This design comes from an exercise in tuning for small area and a short achievable clock period on the open sky130 flow, not from production work. Function was checked by simulation only, so behaviour that the tests miss may differ from the original. Power figures rest on the tool's default switching activity, not on a simulated workload.

## regfile_mp
module regfile_mp #(
    parameter int DataWidth      = 32,
    parameter int NumRegs        = 32,
    parameter int IndexWidth     = $clog2(NumRegs),
    parameter int NumReadPorts   = 2,
    parameter int NumWritePorts  = 2,
    parameter bit ZeroReg        = 1'b1,
    parameter bit Bypass         = 1'b1,
    parameter bit RegisteredRead = 1'b0
) (
    input  logic                                    i_clk,
    input  logic                                    i_rst,
    input  logic [NumWritePorts-1:0]                i_writeEn,
    input  logic [NumWritePorts*IndexWidth-1:0]     i_writeAddr,
    input  logic [NumWritePorts*DataWidth-1:0]      i_writeData,
    input  logic [NumWritePorts*(DataWidth/8)-1:0]  i_writeByteEn,
    input  logic [NumReadPorts*IndexWidth-1:0]      i_readAddr,
    output logic [NumReadPorts*DataWidth-1:0]       o_readData,
    input  logic                                    i_clearReq,
    output logic                                    o_clearBusy,
    output logic                                    o_writeConflict,
    output logic [NumRegs*DataWidth-1:0]            o_debugRegs
);
clock: 10.0 ns
lec_check: 0
cap_margin: 20
core_area: 2 2 404 404
die_area: 0 0 406 406
place_density: 0.45
setup_slack_margin: 4
slew_margin: 20
synth_hierarchical: 1
tns_end_percent: 5
standard.sh (not shown) runs the stock make flow with config.mk's settings and CLKGATE_MAP_FILE= SYNTH_SCRIPT=/design/flow/synth_recipe.tcl, a recipe that flattens the netlist after the stock synthesis.
==> flow/flow/run.sh <==
#!/bin/bash
# The standard layout (the standard.sh: ORFS synthesis to final layout)
# with two changes to how the layout is built:
#  - the port buffers that global placement inserts use the smallest plain
#    buffer instead of ORFS's default delay buffer (timing repair still
#    resizes the ones on critical paths);
#  - clock tree synthesis uses clkbuf_8 cells with moderate sink clusters and
#    inserts no dummy loads.
# All tool output goes to standard_flow.log here; ORFS keeps each step's own
# log under orfs/logs/.
set -euo pipefail
bash standard.sh \
  "BUFFER_PORTS_ARGS=-buffer_cell sky130_fd_sc_hd__buf_1" \
  "CTS_ARGS=-sink_clustering_enable -repair_clock_nets -dont_use_dummy_load -buf_list sky130_fd_sc_hd__clkbuf_8 -sink_clustering_size 20 -sink_clustering_max_diameter 50" \
  finish > standard_flow.log 2>&1
Change:
Settings changed: SETUP_SLACK_MARGIN 4 to 4.5.
=> The new run produced a clean layout. Clock skew climbs by 0.0045 ns. Routed wire length drops by about 1.4%. Area after synthesis is unchanged. Non-clock buffer count climbs by 35. Critical path depth climbs by 2.

---

== lagoon ==
The RTL this note starts from:
==> flow/design.v <==
module regfile_mp_bit (
    input  logic i_clk,
    input  logic i_s1,
    input  logic i_d1,
    input  logic i_s0,
    input  logic i_d0,
    input  logic i_h,
    output logic o_q
);
    always_ff @(posedge i_clk) begin
        o_q <= (i_s1 & i_d1) | (i_s0 & i_d0) | (i_h & o_q);
    end
endmodule
module regfile_mp_wsel (
    input  logic i_hit1_n,
    input  logic i_be1_n,
    input  logic i_hit0_n,
    input  logic i_be0_n,
    input  logic i_clr,
    output logic o_s1,
    output logic o_s0,
    output logic o_h
);
    assign o_s1 = !(i_hit1_n | i_be1_n);
    assign o_s0 = !(i_hit0_n | i_be0_n);
    assign o_h  = !(o_s1 | o_s0 | i_clr);
endmodule
module regfile_mp_decn (
    input  logic [4:0]  i_a,
    input  logic        i_en,
    output logic [31:1] o_y_n
);
    for (genvar r = 1; r < 32; r++) begin : g_r
        assign o_y_n[r] = !(i_en && (i_a == 5'(r)));
    end
endmodule
module regfile_mp_dec (
    input  logic [4:0]  i_a,
    output logic [31:1] o_y
);
    for (genvar r = 1; r < 32; r++) begin : g_r
        assign o_y[r] = (i_a == 5'(r));
    end
endmodule
module regfile_mp_ao4 (
    input  logic [3:0] i_a,
    input  logic [3:0] i_b,
    output logic       o_y
);
    assign o_y = |(i_a & i_b);
endmodule
module regfile_mp_nor2x4 (
    input  logic [7:0] i_a,
    output logic [3:0] o_yn
);
    for (genvar k = 0; k < 4; k++) begin : g_k
        assign o_yn[k] = !(i_a[2*k] | i_a[2*k+1]);
    end
endmodule
module regfile_mp_aoi2 (
    input  logic [1:0] i_a,
    input  logic [1:0] i_b,
    output logic       o_yn
);
    assign o_yn = !(|(i_a & i_b));
endmodule
module regfile_mp_rmux (
    input  logic [31:1] i_sel,
    input  logic [31:1] i_d,
    input  logic        i_s1,
    input  logic        i_d1,
    input  logic        i_s0,
    input  logic        i_d0,
    input  logic        i_h,
    output logic        o_y
);
    logic [7:0] g;
    logic [3:0] gn;
    logic       byp_n;
    regfile_mp_ao4 u_ao4_0 (.i_a({i_sel[3:1], i_sel[1]}), .i_b({i_d[3:1], i_d[1]}), .o_y(g[0]));
    for (genvar k = 1; k < 8; k++) begin : g_grp
        regfile_mp_ao4 u_ao4 (.i_a(i_sel[4*k +: 4]), .i_b(i_d[4*k +: 4]), .o_y(g[k]));
    end
    regfile_mp_nor2x4 u_nor (.i_a(g), .o_yn(gn));
    regfile_mp_aoi2 u_byp (
        .i_a  ({i_s1, i_s0}),
        .i_b  ({i_d1, i_d0}),
        .o_yn (byp_n)
    );
    assign o_y = !byp_n | (i_h & !(&gn));
endmodule
module regfile_mp_nor2 (
    input  logic [1:0] i_a,
    output logic       o_y
);
    assign o_y = !(|i_a);
endmodule
module regfile_mp_nor3 (
    input  logic [2:0] i_a,
    output logic       o_y
);
    assign o_y = !(|i_a);
endmodule
module regfile_mp_nand2 (
    input  logic [1:0] i_a,
    output logic       o_y
);
    assign o_y = !(&i_a);
endmodule
module regfile_mp_nz (
    input  logic [4:0] i_a,
    output logic       o_y
);
    logic lo_z, hi_z;
    regfile_mp_nor2  u_lo (.i_a(i_a[1:0]), .o_y(lo_z));
    regfile_mp_nor3  u_hi (.i_a(i_a[4:2]), .o_y(hi_z));
    regfile_mp_nand2 u_nz (.i_a({lo_z, hi_z}), .o_y(o_y));
endmodule
module regfile_mp_bpsel (
    input  logic [4:0] i_ra,
    input  logic [4:0] i_wa0,
    input  logic [4:0] i_wa1,
    input  logic       i_en0,
    input  logic       i_en1,
    input  logic [3:0] i_be0,
    input  logic [3:0] i_be1,
    output logic [3:0] o_s1,
    output logic [3:0] o_s0,
    output logic [3:0] o_h
);
    logic b0, b1, nz;
    regfile_mp_nz u_nz (.i_a(i_ra), .o_y(nz));
    assign b0 = i_en0 && nz && (i_wa0 == i_ra);
    assign b1 = i_en1 && nz && (i_wa1 == i_ra);
    for (genvar b = 0; b < 4; b++) begin : g_b
        assign o_s1[b] = b1 && i_be1[b];
        assign o_s0[b] = b0 && i_be0[b] && !(b1 && i_be1[b]);
        assign o_h[b]  = !(b1 && i_be1[b]) && !(b0 && i_be0[b]);
    end
endmodule
module regfile_mp #(
    parameter int DataWidth      = 32,
    parameter int NumRegs        = 32,
    parameter int IndexWidth     = $clog2(NumRegs),
    parameter int NumReadPorts   = 2,
    parameter int NumWritePorts  = 2,
    parameter bit ZeroReg        = 1'b1,
    parameter bit Bypass         = 1'b1,
    parameter bit RegisteredRead = 1'b0
) (
    input  logic                                    i_clk,
    input  logic                                    i_rst,
    input  logic [NumWritePorts-1:0]                i_writeEn,
    input  logic [NumWritePorts*IndexWidth-1:0]     i_writeAddr,
    input  logic [NumWritePorts*DataWidth-1:0]      i_writeData,
    input  logic [NumWritePorts*(DataWidth/8)-1:0]  i_writeByteEn,
    input  logic [NumReadPorts*IndexWidth-1:0]      i_readAddr,
    output logic [NumReadPorts*DataWidth-1:0]       o_readData,
    input  logic                                    i_clearReq,
    output logic                                    o_clearBusy,
    output logic                                    o_writeConflict,
    output logic [NumRegs*DataWidth-1:0]            o_debugRegs
);
    localparam int NB = 4;
    logic       r_clearBusy;
    logic [4:0] r_cnt;
    logic       r_writeConflict;
    logic [4:0]  wa0, wa1;
    logic [31:0] wd0, wd1;
    logic [3:0]  be0, be1, be0_eff;
    logic        wv0, wv1, same;
    assign wa0 = i_writeAddr[4:0];
    assign wa1 = i_writeAddr[9:5];
    assign wd0 = i_writeData[31:0];
    assign wd1 = i_writeData[63:32];
    assign be0 = i_writeByteEn[3:0];
    assign be1 = i_writeByteEn[7:4];
    assign wv0 = i_writeEn[0] && (wa0 != '0);
    assign wv1 = i_writeEn[1] && (wa1 != '0);
    assign same    = i_writeEn[1] && (wa0 == wa1);
    assign be0_eff = be0 & ~({NB{same}} & be1);
    logic        wen_ok;
    logic [31:1] hit0_n, hit1_n, cnt_n, clr;
    assign wen_ok = !r_clearBusy && !i_rst;
    regfile_mp_decn u_dec_w0 (.i_a(wa0),   .i_en(i_writeEn[0] && wen_ok), .o_y_n(hit0_n));
    regfile_mp_decn u_dec_w1 (.i_a(wa1),   .i_en(i_writeEn[1] && wen_ok), .o_y_n(hit1_n));
    regfile_mp_decn u_dec_c  (.i_a(r_cnt), .i_en(r_clearBusy),            .o_y_n(cnt_n));
    assign clr = ~cnt_n | {31{i_rst}};
    logic [31:0] q [32];
    assign q[0] = '0;
    for (genvar r = 1; r < 32; r++) begin : g_reg
        for (genvar b = 0; b < NB; b++) begin : g_byte
            logic s1, s0, h;
            regfile_mp_wsel u_sel (
                .i_hit1_n (hit1_n[r]),
                .i_be1_n  (!be1[b]),
                .i_hit0_n (hit0_n[r]),
                .i_be0_n  (!be0_eff[b]),
                .i_clr    (clr[r]),
                .o_s1     (s1),
                .o_s0     (s0),
                .o_h      (h)
            );
            for (genvar k = 0; k < 8; k++) begin : g_bit
                regfile_mp_bit u_bit (
                    .i_clk (i_clk),
                    .i_s1  (s1),
                    .i_d1  (wd1[b*8+k]),
                    .i_s0  (s0),
                    .i_d0  (wd0[b*8+k]),
                    .i_h   (h),
                    .o_q   (q[r][b*8+k])
                );
            end
        end
    end
    always_ff @(posedge i_clk) begin
        if (i_rst) begin
            r_clearBusy <= 1'b0;
        end else if (r_clearBusy) begin
            r_clearBusy <= (r_cnt != 5'd31);
        end else begin
            r_clearBusy <= i_clearReq;
        end
        r_cnt <= r_clearBusy ? r_cnt + 1'b1 : '0;
    end
    always_ff @(posedge i_clk) begin
        r_writeConflict <= !i_rst && wv0 && wv1 && (wa0 == wa1);
    end
    for (genvar i = 0; i < 2; i++) begin : g_rd
        logic [4:0]  ra;
        logic [31:1] sel;
        assign ra = i_readAddr[i*5 +: 5];
        regfile_mp_dec u_dec_r (.i_a(ra), .o_y(sel));
        logic [3:0] p1, p0, ph;
        regfile_mp_bpsel u_bpsel (
            .i_ra  (ra),
            .i_wa0 (wa0),
            .i_wa1 (wa1),
            .i_en0 (i_writeEn[0] && !r_clearBusy),
            .i_en1 (i_writeEn[1] && !r_clearBusy),
            .i_be0 (be0),
            .i_be1 (be1),
            .o_s1  (p1),
            .o_s0  (p0),
            .o_h   (ph)
        );
        for (genvar b = 0; b < NB; b++) begin : g_byte
            for (genvar k = b*8; k < b*8 + 8; k++) begin : g_bit
                logic [31:1] col;
                for (genvar r = 1; r < 32; r++) begin : g_col
                    assign col[r] = q[r][k];
                end
                regfile_mp_rmux u_mux (
                    .i_sel (sel),
                    .i_d   (col),
                    .i_s1  (p1[b]),
                    .i_d1  (wd1[k]),
                    .i_s0  (p0[b]),
                    .i_d0  (wd0[k]),
                    .i_h   (ph[b]),
                    .o_y   (o_readData[i*32 + k])
                );
            end
        end
    end
    for (genvar r = 0; r < 32; r++) begin : g_dbg
        assign o_debugRegs[r*32 +: 32] = q[r];
    end
    assign o_clearBusy     = r_clearBusy;
    assign o_writeConflict = r_writeConflict;
endmodule
export LEC_CHECK = 0
export CAP_MARGIN = 20
export CORE_AREA = 2 2 404 404
export CTS_BUF_LIST = sky130_fd_sc_hd__clkbuf_8
export CTS_CLUSTER_DIAMETER = 50
export CTS_CLUSTER_SIZE = 20
export DIE_AREA = 0 0 406 406
export PLACE_DENSITY = 0.45
export SETUP_SLACK_MARGIN = 4
export SLEW_MARGIN = 20
export SYNTH_HIERARCHICAL = 1
export TNS_END_PERCENT = 5
create_clock -name core_clock -period 10.0 [get_ports {i_clk}]
run.sh (not shown) runs the stock make flow with config.mk's settings and CLKGATE_MAP_FILE= SYNTH_SCRIPT=/design/flow/synth_recipe.tcl, a recipe that flattens the netlist after the stock synthesis.
Stock flow here: none of the scripts above is used.
lagoon completed end to end with timing, DRC and antenna clean.
What nickel does differently from lagoon at the input level:
==> flow/flow/run.sh (new file) <==
#!/bin/bash
# The standard layout (the standard.sh: ORFS synthesis to final layout),
# with the port buffers that global placement inserts made from the smallest
# plain buffer instead of ORFS's default delay buffer. Timing repair still
# resizes the ones on critical paths.
set -euo pipefail
bash standard.sh "BUFFER_PORTS_ARGS=-buffer_cell sky130_fd_sc_hd__buf_1" finish > standard_flow.log 2>&1
==> flow/standard.sh (new file) <==
#!/bin/bash
# synth_recipe.tcl (not shown) runs the flow's synth.tcl, then flattens the netlist and writes it again
# the make line also repeats each setting of config.mk as NAME=value (left out here)
make -C /OpenROAD-flow-scripts/flow DESIGN_CONFIG=/design/flow/config.mk WORK_HOME=/design/flow/orfs CLKGATE_MAP_FILE= SYNTH_SCRIPT=/design/flow/synth_recipe.tcl "${@:-finish}"
removed: flow/run.sh
--- outcome ---
lagoon vs nickel, beginning of the critical path: i_readAddr[2] vs i_readAddr[6]
Comparing lagoon and nickel, the lower share of power burned in combinational logic was measured on nickel.
Going from lagoon to nickel, total design power higher; wire length fell about 0.8%; clock network contribution to total cell area saw an increase.
For power per unit of standard cell area, dividing the value from lagoon by the value from nickel gives 0.893.
In the route summary, nickel ends up with a via count below that of lagoon.
Taking lagoon as the reference, in nickel proportion of cell area occupied by registers went up by 2.9 points, power share of the sequential group went down by 0.6 points, fmax went up by 4.5%.
When nickel is set beside lagoon, its clock period minus final worst setup slack turns out to be 280 ps smaller.
Relative to nickel, the following input files were edited for ember:
Settings: a deleted CTS_CLUSTER_SIZE that had been 20; a deleted CTS_BUF_LIST that had been sky130_fd_sc_hd__clkbuf_8; a deleted CTS_CLUSTER_DIAMETER that had been 50.
==> flow/flow/run.sh <==
#!/bin/bash
# The standard layout (the standard.sh: ORFS synthesis to final layout)
# with two changes to how the layout is built:
#  - the port buffers that global placement inserts use the smallest plain
#    buffer instead of ORFS's default delay buffer (timing repair still
#    resizes the ones on critical paths);
#  - clock tree synthesis uses clkbuf_8 cells with moderate sink clusters and
#    inserts no dummy loads.
# All tool output goes to standard_flow.log here; ORFS keeps each step's own
# log under orfs/logs/.
set -euo pipefail
bash standard.sh \
  "BUFFER_PORTS_ARGS=-buffer_cell sky130_fd_sc_hd__buf_1" \
  "CTS_ARGS=-sink_clustering_enable -repair_clock_nets -dont_use_dummy_load -buf_list sky130_fd_sc_hd__clkbuf_8 -sink_clustering_size 20 -sink_clustering_max_diameter 50" \
  finish > standard_flow.log 2>&1
--- outcome ---
ember vs nickel, worst-path cell with the longest stage delay: nand2b_4 vs or3b_4. Run comparison: ember launch point of the worst path i_readAddr[8]; nickel launch point of the worst path i_readAddr[6]. Delta (ember minus nickel): post-CTS setup repair buffer count +0.85%; met3 wire length +about 0.32%; number of antenna violations at the first check in global routing -14%. Taking ember over nickel, the clock power ratio works out to 0.71.

-- separate check: timing with driven ports --
How much do the figures lean on ideal ports? The routed layouts below were timed once more, with nothing changed but the port constraints. Step 1: set_driving_cell puts a clkbuf_16 on i_clk and a buf_2 on each other input, an assumption about the parent block. Step 2 adds t to the input delays and takes it off the output delays; t is the mean of the earliest and latest rising clock arrival at the registers after step 1. Input paths then give back, and output paths get back, about the clock's delay inside the block. Three values: ideal, step 1, step 2; two values: the first two.
| run | t (ns) | setup slack, ns | worst setup path at the end | cell pins on the clock port's net |
|---|---|---|---|---|
| the first run of note 1 | 0.992 | 3.893 / 3.723 / 3.650 | input to register | 1 |
| the second run of note 1 | 0.971 | 3.970 / 3.748 / 3.501 | input to register | 1 |
| lagoon | 0.995 | 3.623 / 3.459 / 2.939 | input to register | 1 |
| nickel | 1.010 | 3.899 / 3.722 / 3.621 | input to register | 1 |
| ember | 0.979 | 3.888 / 3.733 / 3.620 | input to register | 1 |
After both steps setup and hold are still met in every run listed. For lagoon, which loses most, drivers alone change the setup slack by -0.164 ns; drivers and shift together by -0.684 ns.
